This is an optimization exercise on Yosys and OpenROAD, whose aim is small area, not a production implementation. At most, simulation tests tie the RTL to the original design; equivalence was not proved. The RTL of run 2 was laid out without a check of its function. No driver is modelled on the clock port, so clocking that relies on it looks cheaper here than on a real chip. Power is estimated from default activity; no workload was simulated.

**design.v**
```verilog
module conv_mac
(
    input  logic [7:0]  a,
    input  logic [7:0]  b,
    input  logic [15:0] p,
    output logic [15:0] result
);
    logic [15:0] row0;
    logic [15:0] row1;
    logic pp_0_0, pp_0_1, pp_0_2, pp_0_3, pp_0_4, pp_0_5, pp_0_6, pp_0_7, pp_1_0, pp_1_1, pp_1_2, pp_1_3, pp_1_4, pp_1_5, pp_1_6, pp_1_7, ppn_1_7, pp_2_0, pp_2_1, pp_2_2, pp_2_3, pp_2_4, pp_2_5, pp_2_6, pp_2_7, pp_3_0, pp_3_1, pp_3_2, pp_3_3, pp_3_4, pp_3_5, pp_3_6, pp_3_7, pp_4_0, pp_4_1, pp_4_2, pp_4_3, pp_4_4, pp_4_5, pp_4_6, pp_4_7, pp_5_0, pp_5_1, pp_5_2, pp_5_3, pp_5_4, pp_5_5, pp_5_6, pp_5_7, pp_6_0, pp_6_1, pp_6_2, pp_6_3, pp_6_4, pp_6_5, pp_6_6, pp_6_7, pp_7_0, pp_7_1, pp_7_2, pp_7_3, pp_7_4, pp_7_5, pp_7_6, pp_7_7, s1, c2, s3, c4, s5, c6, s7, c8, s9, c10, s11, c12, s13, c14, s15, c16, s17, c18, s19, c20, s21, c22, s23, c24, s25, c26, s27, c28, s29, c30, s31, c32, s33, c34, s35, c36, s37, c38, s39, c40, s41, c42, s43, c44, s45, c46, s47, c48, s49, c50, s51, c52, s53, c54, s55, c56, s57, c58, s59, c60, s61, c62, s63, c64, s65, c66, s67, c68, s69, c70, s71, c72, s73, c74, s75, c76, s77, c78, s79, c80, s81, c82, s83, c84, s85, c86, s87, c88, s89, c90, s91, c92, s93, c94, s95, c96, s97, c98, s99, c100, s101, c102, s103, c104, s105, c106, s107, c108, s109, c110, s111, c112, s113, c114, s115, c116, s117, c118, s119, c120, s121, c122, s123, c124, s125, c126;
    assign pp_0_0     = a[0] & b[0];
    assign pp_0_1     = a[0] & b[1];
    assign pp_0_2     = a[0] & b[2];
    assign pp_0_3     = a[0] & b[3];
    assign pp_0_4     = a[0] & b[4];
    assign pp_0_5     = a[0] & b[5];
    assign pp_0_6     = a[0] & b[6];
    assign pp_0_7     = ~(a[0] & b[7]);
    assign pp_1_0     = a[1] & b[0];
    assign pp_1_1     = a[1] & b[1];
    assign pp_1_2     = a[1] & b[2];
    assign pp_1_3     = a[1] & b[3];
    assign pp_1_4     = a[1] & b[4];
    assign pp_1_5     = a[1] & b[5];
    assign pp_1_6     = a[1] & b[6];
    assign pp_1_7     = a[1] & b[7];
    assign ppn_1_7    = ~(a[1] & b[7]);
    assign pp_2_0     = a[2] & b[0];
    assign pp_2_1     = a[2] & b[1];
    assign pp_2_2     = a[2] & b[2];
    assign pp_2_3     = a[2] & b[3];
    assign pp_2_4     = a[2] & b[4];
    assign pp_2_5     = a[2] & b[5];
    assign pp_2_6     = a[2] & b[6];
    assign pp_2_7     = ~(a[2] & b[7]);
    assign pp_3_0     = a[3] & b[0];
    assign pp_3_1     = a[3] & b[1];
    assign pp_3_2     = a[3] & b[2];
    assign pp_3_3     = a[3] & b[3];
    assign pp_3_4     = a[3] & b[4];
    assign pp_3_5     = a[3] & b[5];
    assign pp_3_6     = a[3] & b[6];
    assign pp_3_7     = ~(a[3] & b[7]);
    assign pp_4_0     = a[4] & b[0];
    assign pp_4_1     = a[4] & b[1];
    assign pp_4_2     = a[4] & b[2];
    assign pp_4_3     = a[4] & b[3];
    assign pp_4_4     = a[4] & b[4];
    assign pp_4_5     = a[4] & b[5];
    assign pp_4_6     = a[4] & b[6];
    assign pp_4_7     = ~(a[4] & b[7]);
    assign pp_5_0     = a[5] & b[0];
    assign pp_5_1     = a[5] & b[1];
    assign pp_5_2     = a[5] & b[2];
    assign pp_5_3     = a[5] & b[3];
    assign pp_5_4     = a[5] & b[4];
    assign pp_5_5     = a[5] & b[5];
    assign pp_5_6     = a[5] & b[6];
    assign pp_5_7     = ~(a[5] & b[7]);
    assign pp_6_0     = a[6] & b[0];
    assign pp_6_1     = a[6] & b[1];
    assign pp_6_2     = a[6] & b[2];
    assign pp_6_3     = a[6] & b[3];
    assign pp_6_4     = a[6] & b[4];
    assign pp_6_5     = a[6] & b[5];
    assign pp_6_6     = a[6] & b[6];
    assign pp_6_7     = ~(a[6] & b[7]);
    assign pp_7_0     = ~(a[7] & b[0]);
    assign pp_7_1     = ~(a[7] & b[1]);
    assign pp_7_2     = ~(a[7] & b[2]);
    assign pp_7_3     = ~(a[7] & b[3]);
    assign pp_7_4     = ~(a[7] & b[4]);
    assign pp_7_5     = ~(a[7] & b[5]);
    assign pp_7_6     = ~(a[7] & b[6]);
    assign pp_7_7     = a[7] & b[7];
    assign s1         = pp_0_5 ^ pp_1_4;
    assign c2         = pp_0_5 & pp_1_4;
    assign s3         = pp_0_6 ^ pp_1_5 ^ pp_2_4;
    assign c4         = (pp_0_6 & pp_1_5) | (pp_0_6 & pp_2_4) | (pp_1_5 & pp_2_4);
    assign s5         = pp_3_3 ^ pp_4_2;
    assign c6         = pp_3_3 & pp_4_2;
    assign s7         = pp_0_7 ^ pp_1_6 ^ pp_2_5;
    assign c8         = (pp_0_7 & pp_1_6) | (pp_0_7 & pp_2_5) | (pp_1_6 & pp_2_5);
    assign s9         = pp_3_4 ^ pp_4_3 ^ pp_5_2;
    assign c10        = (pp_3_4 & pp_4_3) | (pp_3_4 & pp_5_2) | (pp_4_3 & pp_5_2);
    assign s11        = pp_6_1 ^ pp_7_0;
    assign c12        = pp_6_1 & pp_7_0;
    assign s13        = pp_1_7 ^ pp_2_6 ^ pp_3_5;
    assign c14        = (pp_1_7 & pp_2_6) | (pp_1_7 & pp_3_5) | (pp_2_6 & pp_3_5);
    assign s15        = pp_4_4 ^ pp_5_3 ^ pp_6_2;
    assign c16        = (pp_4_4 & pp_5_3) | (pp_4_4 & pp_6_2) | (pp_5_3 & pp_6_2);
    assign s17        = pp_7_1 ^ p[8];
    assign c18        = pp_7_1 & p[8];
    assign s19        = ppn_1_7 ^ pp_2_7 ^ pp_3_6;
    assign c20        = (ppn_1_7 & pp_2_7) | (ppn_1_7 & pp_3_6) | (pp_2_7 & pp_3_6);
    assign s21        = pp_4_5 ^ pp_5_4 ^ pp_6_3;
    assign c22        = (pp_4_5 & pp_5_4) | (pp_4_5 & pp_6_3) | (pp_5_4 & pp_6_3);
    assign s23        = pp_7_2 ^ p[9];
    assign c24        = pp_7_2 & p[9];
    assign s25        = pp_3_7 ^ pp_4_6 ^ pp_5_5;
    assign c26        = (pp_3_7 & pp_4_6) | (pp_3_7 & pp_5_5) | (pp_4_6 & pp_5_5);
    assign s27        = pp_6_4 ^ pp_7_3;
    assign c28        = pp_6_4 & pp_7_3;
    assign s29        = pp_4_7 ^ pp_5_6;
    assign c30        = pp_4_7 & pp_5_6;
    assign s31        = pp_0_3 ^ pp_1_2;
    assign c32        = pp_0_3 & pp_1_2;
    assign s33        = pp_0_4 ^ pp_1_3 ^ pp_2_2;
    assign c34        = (pp_0_4 & pp_1_3) | (pp_0_4 & pp_2_2) | (pp_1_3 & pp_2_2);
    assign s35        = pp_3_1 ^ pp_4_0;
    assign c36        = pp_3_1 & pp_4_0;
    assign s37        = s1 ^ pp_2_3 ^ pp_3_2;
    assign c38        = (s1 & pp_2_3) | (s1 & pp_3_2) | (pp_2_3 & pp_3_2);
    assign s39        = pp_4_1 ^ pp_5_0 ^ p[5];
    assign c40        = (pp_4_1 & pp_5_0) | (pp_4_1 & p[5]) | (pp_5_0 & p[5]);
    assign s41        = c2 ^ s3 ^ s5;
    assign c42        = (c2 & s3) | (c2 & s5) | (s3 & s5);
    assign s43        = pp_5_1 ^ pp_6_0 ^ p[6];
    assign c44        = (pp_5_1 & pp_6_0) | (pp_5_1 & p[6]) | (pp_6_0 & p[6]);
    assign s45        = c4 ^ c6 ^ s7;
    assign c46        = (c4 & c6) | (c4 & s7) | (c6 & s7);
    assign s47        = s9 ^ s11 ^ p[7];
    assign c48        = (s9 & s11) | (s9 & p[7]) | (s11 & p[7]);
    assign s49        = c8 ^ c10 ^ c12;
    assign c50        = (c8 & c10) | (c8 & c12) | (c10 & c12);
    assign s51        = s13 ^ s15 ^ s17;
    assign c52        = (s13 & s15) | (s13 & s17) | (s15 & s17);
    assign s53        = c14 ^ c16 ^ c18;
    assign c54        = (c14 & c16) | (c14 & c18) | (c16 & c18);
    assign s55        = s19 ^ s21 ^ s23;
    assign c56        = (s19 & s21) | (s19 & s23) | (s21 & s23);
    assign s57        = c20 ^ c22 ^ c24;
    assign c58        = (c20 & c22) | (c20 & c24) | (c22 & c24);
    assign s59        = s25 ^ s27 ^ p[10];
    assign c60        = (s25 & s27) | (s25 & p[10]) | (s27 & p[10]);
    assign s61        = c26 ^ c28 ^ s29;
    assign c62        = (c26 & c28) | (c26 & s29) | (c28 & s29);
    assign s63        = pp_6_5 ^ pp_7_4 ^ p[11];
    assign c64        = (pp_6_5 & pp_7_4) | (pp_6_5 & p[11]) | (pp_7_4 & p[11]);
    assign s65        = c30 ^ pp_5_7 ^ pp_6_6;
    assign c66        = (c30 & pp_5_7) | (c30 & pp_6_6) | (pp_5_7 & pp_6_6);
    assign s67        = pp_7_5 ^ p[12];
    assign c68        = pp_7_5 & p[12];
    assign s69        = pp_6_7 ^ pp_7_6;
    assign c70        = pp_6_7 & pp_7_6;
    assign s71        = pp_0_2 ^ pp_1_1;
    assign c72        = pp_0_2 & pp_1_1;
    assign s73        = s31 ^ pp_2_1 ^ pp_3_0;
    assign c74        = (s31 & pp_2_1) | (s31 & pp_3_0) | (pp_2_1 & pp_3_0);
    assign s75        = c32 ^ s33 ^ s35;
    assign c76        = (c32 & s33) | (c32 & s35) | (s33 & s35);
    assign s77        = c34 ^ c36 ^ s37;
    assign c78        = (c34 & c36) | (c34 & s37) | (c36 & s37);
    assign s79        = c38 ^ c40 ^ s41;
    assign c80        = (c38 & c40) | (c38 & s41) | (c40 & s41);
    assign s81        = c42 ^ c44 ^ s45;
    assign c82        = (c42 & c44) | (c42 & s45) | (c44 & s45);
    assign s83        = c46 ^ c48 ^ s49;
    assign c84        = (c46 & c48) | (c46 & s49) | (c48 & s49);
    assign s85        = c50 ^ c52 ^ s53;
    assign c86        = (c50 & c52) | (c50 & s53) | (c52 & s53);
    assign s87        = c54 ^ c56 ^ s57;
    assign c88        = (c54 & c56) | (c54 & s57) | (c56 & s57);
    assign s89        = c58 ^ c60 ^ s61;
    assign c90        = (c58 & c60) | (c58 & s61) | (c60 & s61);
    assign s91        = c62 ^ c64 ^ s65;
    assign c92        = (c62 & c64) | (c62 & s65) | (c64 & s65);
    assign s93        = c66 ^ c68 ^ s69;
    assign c94        = (c66 & c68) | (c66 & s69) | (c68 & s69);
    assign s95        = c70 ^ pp_7_7;
    assign c96        = c70 & pp_7_7;
    assign s97        = pp_0_1 ^ pp_1_0;
    assign c98        = pp_0_1 & pp_1_0;
    assign s99        = s71 ^ pp_2_0 ^ p[2];
    assign c100       = (s71 & pp_2_0) | (s71 & p[2]) | (pp_2_0 & p[2]);
    assign s101       = c72 ^ s73 ^ p[3];
    assign c102       = (c72 & s73) | (c72 & p[3]) | (s73 & p[3]);
    assign s103       = c74 ^ s75 ^ p[4];
    assign c104       = (c74 & s75) | (c74 & p[4]) | (s75 & p[4]);
    assign s105       = c76 ^ s77 ^ s39;
    assign c106       = (c76 & s77) | (c76 & s39) | (s77 & s39);
    assign s107       = c78 ^ s79 ^ s43;
    assign c108       = (c78 & s79) | (c78 & s43) | (s79 & s43);
    assign s109       = c80 ^ s81 ^ s47;
    assign c110       = (c80 & s81) | (c80 & s47) | (s81 & s47);
    assign s111       = c82 ^ s83 ^ s51;
    assign c112       = (c82 & s83) | (c82 & s51) | (s83 & s51);
    assign s113       = c84 ^ s85 ^ s55;
    assign c114       = (c84 & s85) | (c84 & s55) | (s85 & s55);
    assign s115       = c86 ^ s87 ^ s59;
    assign c116       = (c86 & s87) | (c86 & s59) | (s87 & s59);
    assign s117       = c88 ^ s89 ^ s63;
    assign c118       = (c88 & s89) | (c88 & s63) | (s89 & s63);
    assign s119       = c90 ^ s91 ^ s67;
    assign c120       = (c90 & s91) | (c90 & s67) | (s91 & s67);
    assign s121       = c92 ^ s93 ^ p[13];
    assign c122       = (c92 & s93) | (c92 & p[13]) | (s93 & p[13]);
    assign s123       = c94 ^ s95 ^ p[14];
    assign c124       = (c94 & s95) | (c94 & p[14]) | (s95 & p[14]);
    assign s125       = c96 ^ p[15];
    assign c126       = c96 & p[15];
    assign row0 = {c124, c122, c120, c118, c116, c114, c112, c110, c108, c106, c104, c102, c100, c98, s97, pp_0_0};
    assign row1 = {s125, s123, s121, s119, s117, s115, s113, s111, s109, s107, s105, s103, s101, s99, p[1], p[0]};
    logic cc0, cc1, cc10, cc2, cc3, cc4, cc5, cc6, cc7, cc8, cc9, cs0, cs1, cs10, cs11, cs12, cs13, cs14, cs15, cs2, cs3, cs4, cs5, cs6, cs7, cs8, cs9, kc0_11, kc0_12, kc0_13, kc0_14, kc0_15, kc1_11, kc1_12, kc1_13, kc1_14, kc1_15, ks0_11, ks0_12, ks0_13, ks0_14, ks0_15, ks1_11, ks1_12, ks1_13, ks1_14, ks1_15;
    assign cs0 = pp_0_0 ^ p[0];
    assign cc0 = pp_0_0 & p[0];
    assign cs1 = s97 ^ p[1] ^ cc0;
    assign cc1 = (s97 & p[1]) | (s97 & cc0) | (p[1] & cc0);
    assign cs2 = c98 ^ s99 ^ cc1;
    assign cc2 = (c98 & s99) | (c98 & cc1) | (s99 & cc1);
    assign cs3 = c100 ^ s101 ^ cc2;
    assign cc3 = (c100 & s101) | (c100 & cc2) | (s101 & cc2);
    assign cs4 = c102 ^ s103 ^ cc3;
    assign cc4 = (c102 & s103) | (c102 & cc3) | (s103 & cc3);
    assign cs5 = c104 ^ s105 ^ cc4;
    assign cc5 = (c104 & s105) | (c104 & cc4) | (s105 & cc4);
    assign cs6 = c106 ^ s107 ^ cc5;
    assign cc6 = (c106 & s107) | (c106 & cc5) | (s107 & cc5);
    assign cs7 = c108 ^ s109 ^ cc6;
    assign cc7 = (c108 & s109) | (c108 & cc6) | (s109 & cc6);
    assign cs8 = c110 ^ s111 ^ cc7;
    assign cc8 = (c110 & s111) | (c110 & cc7) | (s111 & cc7);
    assign cs9 = c112 ^ s113 ^ cc8;
    assign cc9 = (c112 & s113) | (c112 & cc8) | (s113 & cc8);
    assign cs10 = c114 ^ s115 ^ cc9;
    assign cc10 = (c114 & s115) | (c114 & cc9) | (s115 & cc9);
    assign ks0_11 = c116 ^ s117;
    assign kc0_11 = c116 & s117;
    assign ks0_12 = c118 ^ s119 ^ kc0_11;
    assign kc0_12 = (c118 & s119) | (c118 & kc0_11) | (s119 & kc0_11);
    assign ks0_13 = c120 ^ s121 ^ kc0_12;
    assign kc0_13 = (c120 & s121) | (c120 & kc0_12) | (s121 & kc0_12);
    assign ks0_14 = c122 ^ s123 ^ kc0_13;
    assign kc0_14 = (c122 & s123) | (c122 & kc0_13) | (s123 & kc0_13);
    assign ks0_15 = c124 ^ s125 ^ kc0_14;
    assign kc0_15 = (c124 & s125) | (c124 & kc0_14) | (s125 & kc0_14);
    assign ks1_11 = c116 ^ s117 ^ 1'b1;
    assign kc1_11 = (c116 & s117) | (c116 & 1'b1) | (s117 & 1'b1);
    assign ks1_12 = c118 ^ s119 ^ kc1_11;
    assign kc1_12 = (c118 & s119) | (c118 & kc1_11) | (s119 & kc1_11);
    assign ks1_13 = c120 ^ s121 ^ kc1_12;
    assign kc1_13 = (c120 & s121) | (c120 & kc1_12) | (s121 & kc1_12);
    assign ks1_14 = c122 ^ s123 ^ kc1_13;
    assign kc1_14 = (c122 & s123) | (c122 & kc1_13) | (s123 & kc1_13);
    assign ks1_15 = c124 ^ s125 ^ kc1_14;
    assign kc1_15 = (c124 & s125) | (c124 & kc1_14) | (s125 & kc1_14);
    assign cs11 = cc10 ? ks1_11 : ks0_11;
    assign cs12 = cc10 ? ks1_12 : ks0_12;
    assign cs13 = cc10 ? ks1_13 : ks0_13;
    assign cs14 = cc10 ? ks1_14 : ks0_14;
    assign cs15 = cc10 ? ks1_15 : ks0_15;
    assign result = {~cs15, cs14, cs13, cs12, cs11, cs10, cs9, cs8, cs7, cs6, cs5, cs4, cs3, cs2, cs1, cs0};
endmodule
module conv_acc
(
    input  logic        clk,
    input  logic        arst_n,
    input  logic        wb_cyc,
    input  logic        wb_stb,
    input  logic        wb_we,
    input  logic [1:0]  wb_adr,
    input  logic [31:0] wb_dat_i,
    output logic        wb_ack,
    output logic [31:0] wb_dat_o
);
    logic        ack;
    logic        access;
    logic        wr_operand;
    logic        rd_result;
    logic        wr_clear;
    logic        push;
    logic        pop;
    logic        res_pop;
    logic        op_full;
    logic        op_empty_bus;
    logic        op_empty_pe;
    logic        res_empty;
    logic [3:0]  bus_lvl;
    logic [3:0]  credit;
    logic [1:0]  push_d;
    logic [4:0]  pop_d;
    logic [1:0]  rpop_d;
    logic [1:0]  pop_2;
    logic        push_2;
    logic        rpop_2;
    logic [2:0]  pe_lag;
    logic [2:0]  res_lag;
    logic        overflow;
    logic        underflow;
    logic        stat_q;
    logic        hit_q;
    logic [3:0]  count;
    logic [15:0] mem [16];
    logic [15:0] sel;
    logic [15:0] rdata;
    logic [15:0] result;
    assign access     = wb_cyc && wb_stb && !ack;
    assign wr_operand = access && wb_we && (wb_adr == 2'd0);
    assign rd_result  = access && !wb_we && (wb_adr == 2'd1);
    assign wr_clear   = access && wb_we && (wb_adr == 2'd3);
    assign pop_2   = {1'b0, pop_d[0]} + {1'b0, pop_d[1]};
    assign push_2  = push_d[0] | push_d[1];
    assign rpop_2  = rpop_d[0] | rpop_d[1];
    assign pe_lag  = {1'b0, pop_2} + {2'd0, push_2};
    assign res_lag = {1'b0, pop_2} + {2'd0, pop_d[2]} + {2'd0, pop_d[3]}
                   + {2'd0, pop_d[4]} + {2'd0, rpop_2};
    assign op_full      = bus_lvl[3];
    assign op_empty_bus = (bus_lvl == 4'd0);
    assign op_empty_pe  = (bus_lvl == {1'b0, pe_lag});
    assign res_empty    = (credit == {1'b0, res_lag});
    assign push    = wr_operand && !op_full;
    assign pop     = !op_empty_pe && !credit[3];
    assign res_pop = rd_result && !res_empty;
    assign hit_q   = rpop_d[0];
    assign count   = bus_lvl + credit - {2'd0, pop_2};
    always_ff @(posedge clk or negedge arst_n) begin
        if (!arst_n) begin
            ack     <= 1'b0;
            push_d  <= '0;
            pop_d   <= '0;
            rpop_d  <= '0;
            bus_lvl <= '0;
            credit  <= '0;
        end else begin
            ack     <= access;
            push_d  <= {push_d[0], push};
            pop_d   <= {pop_d[3:0], pop};
            rpop_d  <= {rpop_d[0], res_pop};
            bus_lvl <= bus_lvl + {3'd0, push} - {3'd0, pop_d[1]};
            credit  <= credit + {3'd0, pop} - {3'd0, rpop_d[1]};
        end
    end
    always_ff @(posedge clk) begin
        stat_q <= access && !wb_we && (wb_adr == 2'd2);
    end
    always_ff @(posedge clk or negedge arst_n) begin
        if (!arst_n) begin
            overflow  <= 1'b0;
            underflow <= 1'b0;
        end else if (wr_clear) begin
            overflow  <= 1'b0;
            underflow <= 1'b0;
        end else begin
            if (wr_operand && op_full) begin
                overflow <= 1'b1;
            end
            if (rd_result && res_empty) begin
                underflow <= 1'b1;
            end
        end
    end
    conv_mac u_mac (
        .a      (wb_dat_i[7:0]),
        .b      (wb_dat_i[15:8]),
        .p      (wb_dat_i[31:16]),
        .result (result)
    );
    always_ff @(posedge clk) begin
        if (push) begin
            mem[0] <= result;
            for (int i = 1; i < 16; i++) begin
                mem[i] <= mem[i - 1];
            end
        end
    end
    always_comb begin
        for (int i = 0; i < 16; i++) begin
            sel[i] = hit_q && (count == 4'(i + 1));
        end
    end
    always_comb begin
        rdata = '0;
        for (int i = 0; i < 16; i++) begin
            rdata = rdata | (mem[i] & {16{sel[i]}});
        end
    end
    assign wb_ack   = ack;
    assign wb_dat_o = {16'd0, rdata[15:4],
                       rdata[3:0] | ({4{stat_q}} & {!res_empty, op_empty_bus, underflow, overflow})};
endmodule
```
**flow/run.sh**
```bash
#!/bin/bash
# The standard layout (standard.sh) with these changes:
#  - synthesis maps adders without the Kogge-Stone carry map and skips the
#    early ABC pass inside yosys synth, so the explicit adder tree is
#    extracted into full/half adder cells as written;
#  - the final ABC mapping uses an area-oriented script (flow/area.abc);
#  - ports are buffered with the smallest buffer instead of a delay buffer;
#  - clock tree: small clock buffers, small sink clusters, no dummy loads;
#  - the constant-zero outputs share one tie cell (from synthesis) instead of one each;
#  - no setup repair at floorplan (ideal clocks there), later stages still repair.
# make's full output is in flow.log, each step's in orfs/logs.
set -uo pipefail
here=$PWD
export SYNTH_OPERATIONS_ARGS="-noabc"
export BUFFER_PORTS_ARGS="-buffer_cell sky130_fd_sc_hd__buf_1"
export FLOW_SYNTH_TCL=$here/synth_recipe.tcl
export MY_ABC_SCRIPT=$here/flow/area.abc
export SKIP_REPAIR_TIE_FANOUT=1
export REMOVE_ABC_BUFFERS=1
export CTS_ARGS="-sink_clustering_enable -repair_clock_nets -dont_use_dummy_load -buf_list sky130_fd_sc_hd__clkbuf_4 -sink_clustering_size 11 -sink_clustering_max_diameter 38"
sed "s#SYNTH_SCRIPT=[^ ]*#SYNTH_SCRIPT=$here/flow/my_synth.tcl#" standard.sh > my_standard.sh
bash my_standard.sh > flow.log 2>&1
```
**flow/area.abc**
```
&get -n
&st
&dch
&nf -R 1000
&put
```
**flow/my_synth.tcl**
```tcl
# Wraps the standard flow's synthesis script; only the final ABC mapping script changes
# (area-oriented &dch/&nf mapping of the combinational logic). Registers,
# their names and cell types are left exactly as the standard synthesis.
proc abc {args} {
  set i [lsearch -exact $args -script]
  if {$i >= 0} { lset args [expr {$i + 1}] $::env(MY_ABC_SCRIPT) }
  yosys abc {*}$args
}
source $::env(FLOW_SYNTH_TCL)
```
**standard.sh**
```bash
#!/bin/bash
# synth_recipe.tcl (not shown) runs the flow's synth.tcl, then flattens the netlist and writes it again
# the make line also repeats each setting of config.mk as NAME=value (left out here)
make -C /OpenROAD-flow-scripts/flow DESIGN_CONFIG=/design/flow/config.mk WORK_HOME=/design/flow/orfs CLKGATE_MAP_FILE= SYNTH_SCRIPT=/design/flow/synth_recipe.tcl "${@:-finish}"
```
**config.mk**
```make
export PLATFORM = sky130hd
export DESIGN_NAME = conv_acc
export DESIGN_NICKNAME = conv_acc
export VERILOG_FILES = /design/flow/design.v
export SDC_FILE = /design/flow/constraint.sdc
export NUM_CORES = 4
export LEC_CHECK = 0
export CAP_MARGIN = 20
export CORE_MARGIN = 2
export CORE_UTILIZATION = 70
export SLEW_MARGIN = 20
```
**constraint.sdc**
```tcl
create_clock -name core_clock -period 7.0 [get_ports {clk}]
set_input_delay 1.4000 -clock core_clock [delete_from_list [all_inputs] [get_ports {clk}]]
set_output_delay 1.4000 -clock core_clock [all_outputs]
set_load 0.01 [all_outputs]
```
==> reports/qor.csv, run 1 <==
stage;metric;value;unit
run_status;status;complete, no violations;
worst_setup_path;r2r_end;credit[3];
floorplanning;io_pins;72;
sta;setup_ws;0.218;ns
floorplanning;core-area;17200;sq um
cells_and_area;regArea;8210;sq um
cells_and_area;syn2layout_area_growth;7.63;%
place;dp_hpwl;16000;um
worst_setup_path;endpoint;mem[0][15];
min_path;hp-start;push_d[0];
synthesis;synthXorXnorAreaFrac;1.07;%
worst_setup_path;reg2reg_slack;3.94;ns
synthesis;yosys_warnings;2;
synthesis;ys_seq_area_share;66.8;%
floorplanning;die_x;136;um
sta;skew;0.0721;ns
worst_setup_path;critPathKind;in -> reg;
synthesis;ys_ff_latch;277;
clocking;cts-root-buf;clkbuf_4;
synthesis;synthSimpleGateAreaFrac;6.91;%
synthesis;synth_top_family_by_area;adder cells;
run;cap_violations;0;
routing;wl;22700;um
pwr;power_density;319;nW/um^2
routing;ant_nets;0;
worst_setup_path;end_kind;flip-flop;
cells_and_area;layout_common_cells;256 x edfxtp_1, 60 x fa_1, 54 x buf_1;
synthesis;synth_compound_area_share;8.01;%
clocking;cts_buffers;34;
cells_and_area;nets;979;
synthesis;synthAdderAreaFrac;14.4;%
sta;hold_viol;0;
worst_setup_path;start_kind;input pin;
worst_setup_path;critPathMaxFanout;4;
global_routing;gr-total-overflow;0;
worst_setup_path;r2r_start;pop_d[0];
routing;drc;0;
sta;maxSlewViolCount;0;
synthesis;syn_inst;737;
routing;viasPerCell;6.36;
sta;max_freq;0.147;GHz
worst_setup_path;critPathLaunch;wb_dat_i[1];
cells_and_area;final_common_cell;edfxtp_1;
synthesis;syn_avg_cell_area;16.7;sq um
clocking;cts_htree_levels;2;
pwr;irDropWorstVdd;0.000452;V
synthesis;muxShareOfSynthArea;0;%
global_routing;grt_pass1_wl;36000;um
synthesis;synth_cell_types;37;
clocking;cts_hold_buf;0;
clocking;path_clk_slew;0.11;ns
routing;dr.pass1.iters;8;
place;portBuffers;55;
worst_setup_path;arrival;7.12;ns
routing;num_vias;6756;
place;place_ws;-0.920;ns
global_routing;grt_pass1_vias;7093;
global_routing;grt_max_degree;217;
floorplanning;start_util;71.3;%
worst_setup_path;cp.required;7.34;ns
global_routing;groute.usage.overall;25.2;%
clocking;insertion_delay;0.63;ns
sta;slew_headroom;26.6;%
sta;tns;0;ns
place;place_congestion;0.884;
clocking;cts_tree;yes;
clocking;cts.sinks;277;
cells_and_area;num_antenna_cells;0;
floorplanning;rows;48;
sta;worst_pin_slew;1.10;ns
sta;final.min_clock_period;6.78;ns
cells_and_area;drive_above_1_share;11.7;%
cells_and_area;fillers;1006;
worst_setup_path;r2r_cells;12;
clocking;clockBufferDepth;3;
sta;grt_setup_unrepaired;yes;
routing;drt_iter0_drc;830;
floorplanning;die_height;136;um
sta;fin_crit_sh;96.9;%
pwr;p_leak;4.49;nW
cells_and_area;multiInputGateArea;3820;sq um
routing;wl_per_cell;21.3;um
global_routing;antenna_found_initial;0;
floorplanning;die_area;18600;sq um
min_path;hold_class;reg -> reg;
synthesis;syn-cell-area;12300;sq um
sta;setup_viol;0;
-- report_power, final --
part / leakage (nW) / internal [mW] / switching (mW)
clock network: 0.156 / 0.226 / 0.464
registers: 2.56 / 1.91 / 0.0589
logic: 1.78 / 0.720 / 0.838
total: 4.49 / 2.85 / 1.36
-- metal layers --
metal  GRT usage, %  wire length, um  vias to the layer above
met1           36.8             9630                     3364
li1               -                -                     3034
met4           6.48              366                        0
met2           40.8            11200                      320
met3           4.07             1490                       38
met5              0                0                        -
-- layout make-up --
class,instances,area share [%]
multi-input combinational,397,28.9
timing repair buffer,95,3.94
clock buffer,34,1.93
sequential,277,62.1
tap,225,2.13
inverter,35,1.02
-- worst min-delay path by stage --
stage	cells past startpoint	endpoint	slack [ns]
finish	0	push_d[1]	0.39
CTS	0	push_d[1]	0.39
floorplan	0	push_d[1]	0.35
global route	0	mem[4][8]	0.41
global placement	0	push_d[1]	0.36
detailed placement	0	push_d[1]	0.36
-- cells by family after synthesis --
family	count (synthesis)
AO/OA/AOI/OAI	116
adder cells (fa/ha/maj)	100
other	1
XOR/XNOR	15
buffers and inverters	63
flip-flops	277
AND/OR/NAND/NOR	165
-- per-stage QoR --
| step | instance area (sq um) | power, mW | hold WS (ns) | utilization (%) | cells |
|---|---|---|---|---|---|
| 2_1_floorplan | 12100 | 2.95 | 0.347 | - | 709 |
| 3_3_place_gp | 12900 | 3.24 | 0.358 | 74.6 | 1025 |
| 3_5_place_dp | 12900 | 3.34 | 0.364 | 74.6 | 1025 |
| 4_1_cts | 13200 | 4.12 | 0.388 | 76.4 | 1061 |
| 5_1_grt | 13200 | 4.46 | 0.406 | 76.7 | 1063 |
| 6_report | 13200 | 4.21 | 0.389 | 76.7 | 1063 |
-- timing repair --
item | CTS | global route
buffers inserted | 2 | 2
endpoints found under the setup margin | 6 | 5
gates resized for setup | 14 | 10
pin swaps | 3 | 7
-- critical path, cell delays in order --
cell and delay [ns]:
buf_1 0.12, and2_0 0.18, ha_1 0.32, fa_1 0.57
fa_1 0.47, fa_2 0.40, fa_2 0.41, fa_2 0.42
fa_2 0.41, fa_2 0.41, fa_2 0.40, fa_2 0.40
fa_2 0.42, nand2_1 0.08, o21ai_1 0.08, o21ba_1 0.19
o21bai_1 0.19, a21oi_1 0.11, xnor2_1 0.13
-- flip-flops by register name, indices dropped and copies added, names as in the netlist --
register	count
pop_d	5
mem	256
overflow	1
push_d	2
credit	4
rpop_d	2
underflow	1
stat_q	1
ack	1
bus_lvl	4
-- synthesized netlist by cell type, drive strengths merged --
library cell | count | area share [%]
a21oi | 14 | 0.57
a221o | 12 | 0.98
a221oi | 7 | 0.50
a222oi | 44 | 3.6
a22o | 1 | 0.071
a22oi | 30 | 1.8
a31oi | 1 | 0.051
and2 | 49 | 2.5
and3 | 4 | 0.20
and4 | 3 | 0.21
buf | 28 | 1.7
clkinv | 35 | 1.1
conb | 1 | 0.031
dfrtp | 20 | 4.1
dfxtp | 1 | 0.16
edfxtp | 256 | 63
fa | 69 | 11
ha | 31 | 3.2
nand2 | 50 | 1.5
nand2b | 1 | 0.051
nand3 | 16 | 0.65
nand3b | 3 | 0.18
nand4 | 9 | 0.46
nor2 | 20 | 0.61
nor2b | 1 | 0.051
nor3 | 1 | 0.041
nor4 | 1 | 0.051
o21ai | 1 | 0.041
o21ba | 1 | 0.081
o21bai | 1 | 0.061
o22ai | 2 | 0.10
o2bb2ai | 1 | 0.071
o41ai | 1 | 0.071
or2 | 6 | 0.31
or3b | 1 | 0.071
xnor2 | 10 | 0.71
xor2 | 5 | 0.36
==> run 2: changes to the inputs <==
--- a/design.v
+++ b/design.v
@@ -203,3 +203,3 @@
     assign row1 = {s125, s123, s121, s119, s117, s115, s113, s111, s109, s107, s105, s103, s101, s99, p[1], p[0]};
-    logic cc0, cc1, cc10, cc2, cc3, cc4, cc5, cc6, cc7, cc8, cc9, cs0, cs1, cs10, cs11, cs12, cs13, cs14, cs15, cs2, cs3, cs4, cs5, cs6, cs7, cs8, cs9, kc0_11, kc0_12, kc0_13, kc0_14, kc0_15, kc1_11, kc1_12, kc1_13, kc1_14, kc1_15, ks0_11, ks0_12, ks0_13, ks0_14, ks0_15, ks1_11, ks1_12, ks1_13, ks1_14, ks1_15;
+    logic cc0, cc1, cc2, cc3, cc4, cc5, cc6, cc7, cc8, cc9, cs0, cs1, cs10, cs11, cs12, cs13, cs14, cs15, cs2, cs3, cs4, cs5, cs6, cs7, cs8, cs9, kc0_10, kc0_11, kc0_12, kc0_13, kc0_14, kc0_15, kc1_10, kc1_11, kc1_12, kc1_13, kc1_14, kc1_15, ks0_10, ks0_11, ks0_12, ks0_13, ks0_14, ks0_15, ks1_10, ks1_11, ks1_12, ks1_13, ks1_14, ks1_15;
     assign cs0 = pp_0_0 ^ p[0];
@@ -224,6 +224,6 @@
     assign cc9 = (c112 & s113) | (c112 & cc8) | (s113 & cc8);
-    assign cs10 = c114 ^ s115 ^ cc9;
-    assign cc10 = (c114 & s115) | (c114 & cc9) | (s115 & cc9);
-    assign ks0_11 = c116 ^ s117;
-    assign kc0_11 = c116 & s117;
+    assign ks0_10 = c114 ^ s115;
+    assign kc0_10 = c114 & s115;
+    assign ks0_11 = c116 ^ s117 ^ kc0_10;
+    assign kc0_11 = (c116 & s117) | (c116 & kc0_10) | (s117 & kc0_10);
     assign ks0_12 = c118 ^ s119 ^ kc0_11;
@@ -236,4 +236,6 @@
     assign kc0_15 = (c124 & s125) | (c124 & kc0_14) | (s125 & kc0_14);
-    assign ks1_11 = c116 ^ s117 ^ 1'b1;
-    assign kc1_11 = (c116 & s117) | (c116 & 1'b1) | (s117 & 1'b1);
+    assign ks1_10 = c114 ^ s115 ^ 1'b1;
+    assign kc1_10 = (c114 & s115) | (c114 & 1'b1) | (s115 & 1'b1);
+    assign ks1_11 = c116 ^ s117 ^ kc1_10;
+    assign kc1_11 = (c116 & s117) | (c116 & kc1_10) | (s117 & kc1_10);
     assign ks1_12 = c118 ^ s119 ^ kc1_11;
@@ -246,7 +248,8 @@
     assign kc1_15 = (c124 & s125) | (c124 & kc1_14) | (s125 & kc1_14);
-    assign cs11 = cc10 ? ks1_11 : ks0_11;
-    assign cs12 = cc10 ? ks1_12 : ks0_12;
-    assign cs13 = cc10 ? ks1_13 : ks0_13;
-    assign cs14 = cc10 ? ks1_14 : ks0_14;
-    assign cs15 = cc10 ? ks1_15 : ks0_15;
+    assign cs10 = cc9 ? ks1_10 : ks0_10;
+    assign cs11 = cc9 ? ks1_11 : ks0_11;
+    assign cs12 = cc9 ? ks1_12 : ks0_12;
+    assign cs13 = cc9 ? ks1_13 : ks0_13;
+    assign cs14 = cc9 ? ks1_14 : ks0_14;
+    assign cs15 = cc9 ? ks1_15 : ks0_15;
     assign result = {~cs15, cs14, cs13, cs12, cs11, cs10, cs9, cs8, cs7, cs6, cs5, cs4, cs3, cs2, cs1, cs0};
@@ -376,5 +379,9 @@
     end
-    assign wb_ack   = ack;
-    assign wb_dat_o = {16'd0, rdata[15:4],
-                       rdata[3:0] | ({4{stat_q}} & {!res_empty, op_empty_bus, underflow, overflow})};
+    assign wb_ack = ack;
+    always_comb begin
+        wb_dat_o       = '0;
+        wb_dat_o[15:0] = rdata;
+        wb_dat_o[3:0]  = rdata[3:0]
+                       | ({4{stat_q}} & {!res_empty, op_empty_bus, underflow, overflow});
+    end
 endmodule
--- a/flow/run.sh
+++ b/flow/run.sh
@@ -8,4 +8,3 @@
 #  - clock tree: small clock buffers, small sink clusters, no dummy loads;
-#  - the constant-zero outputs share one tie cell (from synthesis) instead of one each;
-#  - no setup repair at floorplan (ideal clocks there), later stages still repair.
+#  - the constant-zero outputs share one tie cell (from synthesis) instead of one each.
 # make's full output is in flow.log, each step's in orfs/logs.
@@ -18,4 +17,3 @@
 export SKIP_REPAIR_TIE_FANOUT=1
-export REMOVE_ABC_BUFFERS=1
-export CTS_ARGS="-sink_clustering_enable -repair_clock_nets -dont_use_dummy_load -buf_list sky130_fd_sc_hd__clkbuf_4 -sink_clustering_size 11 -sink_clustering_max_diameter 38"
+export CTS_ARGS="-sink_clustering_enable -repair_clock_nets -dont_use_dummy_load -buf_list sky130_fd_sc_hd__clkbuf_4 -sink_clustering_size 10 -sink_clustering_max_diameter 35"
 sed "s#SYNTH_SCRIPT=[^ ]*#SYNTH_SCRIPT=$here/flow/my_synth.tcl#" standard.sh > my_standard.sh
==> reports/qor.csv, run 2 <==
stage;metric;value;unit
sta;hold_slack;0.383;ns
sta;setup_viol;0;
synthesis;async_reset_ff_share;7.22;%
sta;skew;0.0863;ns
routing;wl_per_cell;21.3;um
min_path;hold_class;reg -> reg;
sta;worst_pin_slew;0.980;ns
synthesis;synth_top_cell_by_area;edfxtp_1;
floorplanning;die_height;137;um
worst_setup_path;critPathMaxFanout;11;
cells_and_area;top_register;mem;
synthesis;synth_top_area_share;62.5;%
synthesis;synth_edf_count;256;
cells_and_area;syn2layout_area_growth;8.71;%
synthesis;ys_seq_area_share;66.7;%
routing;num_vias;6864;
sta;fin_crit_sh;96.7;%
worst_setup_path;cp_slowest_stage_delay;0.43;ns
clocking;insertion_delay;0.59;ns
clocking;cts_tree;yes;
run_status;status;complete, no violations;
clocking;path_clk_slew;0.07;ns
synthesis;synth_cell_types;36;
place;place_congestion;0.865;
cells_and_area;fillers;976;
synthesis;synth_common_cells;256 x edfxtp_1, 68 x fa_1, 52 x nand2_1;
place;portBuffers;55;
worst_setup_path;cp.buffers_inverters;4;
routing;dr.pass1.iters;9;
worst_setup_path;arrival;5.37;ns
clocking;cts-root-buf;clkbuf_4;
synthesis;ys_ff_latch;277;
floorplanning;core-area;17200;sq um
synthesis;yosys_warnings;2;
floorplanning;die_x;137;um
pwr;power_density;323;nW/um^2
global_routing;grt_max_degree;216;
floorplanning;io_pins;72;
worst_setup_path;timing.critical_path.mode_cell;a221o_1;
clocking;cts_hold_buf;0;
worst_setup_path;start_kind;flip-flop;
worst_setup_path;critPathTopFamily;adder cells;
pwr;irDropWorstVdd;0.000368;V
global_routing;groute.usage.overall;25.2;%
worst_setup_path;critPathKind;reg -> out;
clocking;cts.sinks;277;
cells_and_area;layout_common_cells;256 x edfxtp_1, 60 x fa_1, 53 x buf_1;
worst_setup_path;slowest_stage;dfrtp_2;
worst_setup_path;path_cells;ha_4 -> ha_1 -> clkinv_1 -> ha_1 -> fa_2 -> fa_2 -> xor2_2 -> xnor2_2 -> clkinv_1 -> nand2_2 -> nor2_1 -> buf_4 -> a221o_1 -> a221o_1 -> a221o_1 -> a221o_1 -> a221o_1 -> clkbuf_2;
place;dp_hpwl;16000;um
sta;final.min_clock_period;6.77;ns
routing;ant_nets;0;
place;dpl.cell_count;1028;
global_routing;antenna_found_initial;1;
cells_and_area;nets;991;
synthesis;syn_inst;739;
run;cap_violations;0;
floorplanning;die_area;18700;sq um
global_routing;grt_pass1_vias;6886;
floorplanning;start_util;71.4;%
floorplanning;rows;48;
sta;hold_viol;0;
pwr;power;4.33;mW
sta;setup_ws;0.230;ns
cells_and_area;reg_top3;mem: 256 flops, pop_d: 5 flops;
routing;drt_iter0_drc;827;
synthesis;syn-cell-area;12300;sq um
routing;drc;0;
cells_and_area;drive_above_1_share;13.3;%
cells_and_area;final_common_cell;edfxtp_1;
sta;max_freq;0.148;GHz
routing;wl;22900;um
cells_and_area;fin_cells;1076;
sta;maxSlewViolCount;0;
cells_and_area;fin_area;13400;sq um
place;dpl_cell_area;12900;sq um
synthesis;syn_avg_cell_area;16.7;sq um
place;place_ws;-0.272;ns
sta;slew_headroom;34.4;%
pwr;p_leak;4.55;nW
synthesis;synth_area_leaders;edfxtp_1 62%, fa_1 11%, dfrtp_1 4.1%;
synthesis;ys.flop_type;edfxtp_1;
global_routing;grt_pass1_wl;35500;um
cells_and_area;fin_util;77.6;%
cells_and_area;largest_reg_flops;256;
worst_setup_path;end_kind;primary output;
clocking;clockBufferDepth;3;
global_routing;gr-total-overflow;0;
clocking;cts_buffers;40;
routing;viasPerCell;6.38;
sta;tns;0;ns
clocking;cts_htree_levels;2;
synthesis;yosysMostFrequentCell;edfxtp_1;
worst_setup_path;cp.required;5.60;ns
run 2: changes by cell type in the layout (fill, tap and decap cells not counted), sizes merged, moves of 2 or more:
cell / change
a221o: +10
nor2: +10
xnor2: +2
nand3: -6
nand4: +2
nand2: +2
a21oi: -8
a22oi: -10
clkbuf: +7
buf: +3
run 2: per-layer routing:
| metal | wire length (um) | share of wire [%] | vias up | global-route usage, % |
|---|---|---|---|---|
| met2 | 11200 | 49 | 315 | 40.2 |
| met4 | 341 | 1.5 | 0 | 8.10 |
| met1 | 9690 | 42 | 3452 | 36.2 |
| met3 | 1680 | 7.3 | 31 | 4.33 |
| met5 | 0 | 0 | - | 0 |
| li1 | - | - | 3066 | - |
run 2: repair_timing:
action                     in CTS  in global routing
setup endpoints to repair       5                  5
pin swaps                       2                  4
setup buffers                   1                  5
gates resized for setup         8                 10
run 2: power by group:
part,internal [mW],switching [mW],leakage (nW)
logic,0.753,0.865,1.81
clock network,0.263,0.475,0.184
registers,1.91,0.0610,2.56
run 2: cell type report:
type / count / area, sq um / area share [%]
repair buffers: 99 / 572 / 4.27
flip-flops and latches: 277 / 8210 / 61.4
clock buffers: 40 / 300 / 2.24
well taps: 225 / 282 / 2.10
inverters: 35 / 136 / 1.02
multi-input cells: 399 / 3880 / 29.0
diodes: 1 / 2.50 / 0.0187
run 2: worst register-to-register path, cell delays in order (launching register included):
cell and delay (ns):
dfrtp_1 0.38, or2_0 0.29, fa_1 0.47, xnor2_1 0.14
a31oi_1 0.27, ha_1 0.21, clkinv_1 0.08, fa_1 0.41
fa_1 0.39, xnor2_1 0.14, xnor2_1 0.13
run 2: kinds of logic after synthesis:
| family | Yosys count | share of synthesized area (%) |
|---|---|---|
| adder cells (fa/ha/maj) | 100 | 14.3 |
| flip-flops | 277 | 66.7 |
| buffers and inverters | 63 | 2.77 |
| other | 1 | 0.0305 |
| AND/OR/NAND/NOR | 174 | 7.20 |
| AO/OA/AOI/OAI | 108 | 7.87 |
| XOR/XNOR | 16 | 1.14 |
run 2: worst paths after layout:
check	start	endpoint	slack, ns	cells after the start
worst max-delay path	pop_d[0]	wb_dat_o[7]	0.23	18
worst min-delay path	push_d[0]	push_d[1]	0.38	0
worst max register to register	push_d[0]	credit[3]	3.98	10
worst min register to register	push_d[0]	push_d[1]	0.38	0
max in group asynchronous	arst_n	pop_d[0]	5.88	1
min in group asynchronous	arst_n	underflow	0.76	1

-- separate check: timing with driven ports --
No port has a modelled driver above. Below, the same layouts with a new extraction and two added sets of constraints.
Step 1 assumes that a clkbuf_16 drives the clock port and a buf_2 every other input.
Step 2 times the ports against the registers' clock, not the clock port: input delays grow and output delays shrink by t, the midpoint of the rising clock arrivals with the driver on.
Three values: ideal, step 1, step 2; two values: the first two.
| run | shift t [ns] | setup slack, ns | worst setup path after step 2 | worst register clock-pin slew, ns | cell pins on the clock port's net |
|---|---|---|---|---|---|
| run 1 | 0.623 | 0.218 / 0.195 / -0.393 | input to register | 0.12 / 0.12 | 1 |
| run 2 | 0.623 | 0.230 / 0.191 / -0.255 | input to register | 0.11 / 0.11 | 1 |
With both steps, setup timing fails in run 1 and run 2, where it was met with ideal ports. The setup slack of run 1, which loses most, moves by -0.023 ns with the drivers and by -0.611 ns with both steps.
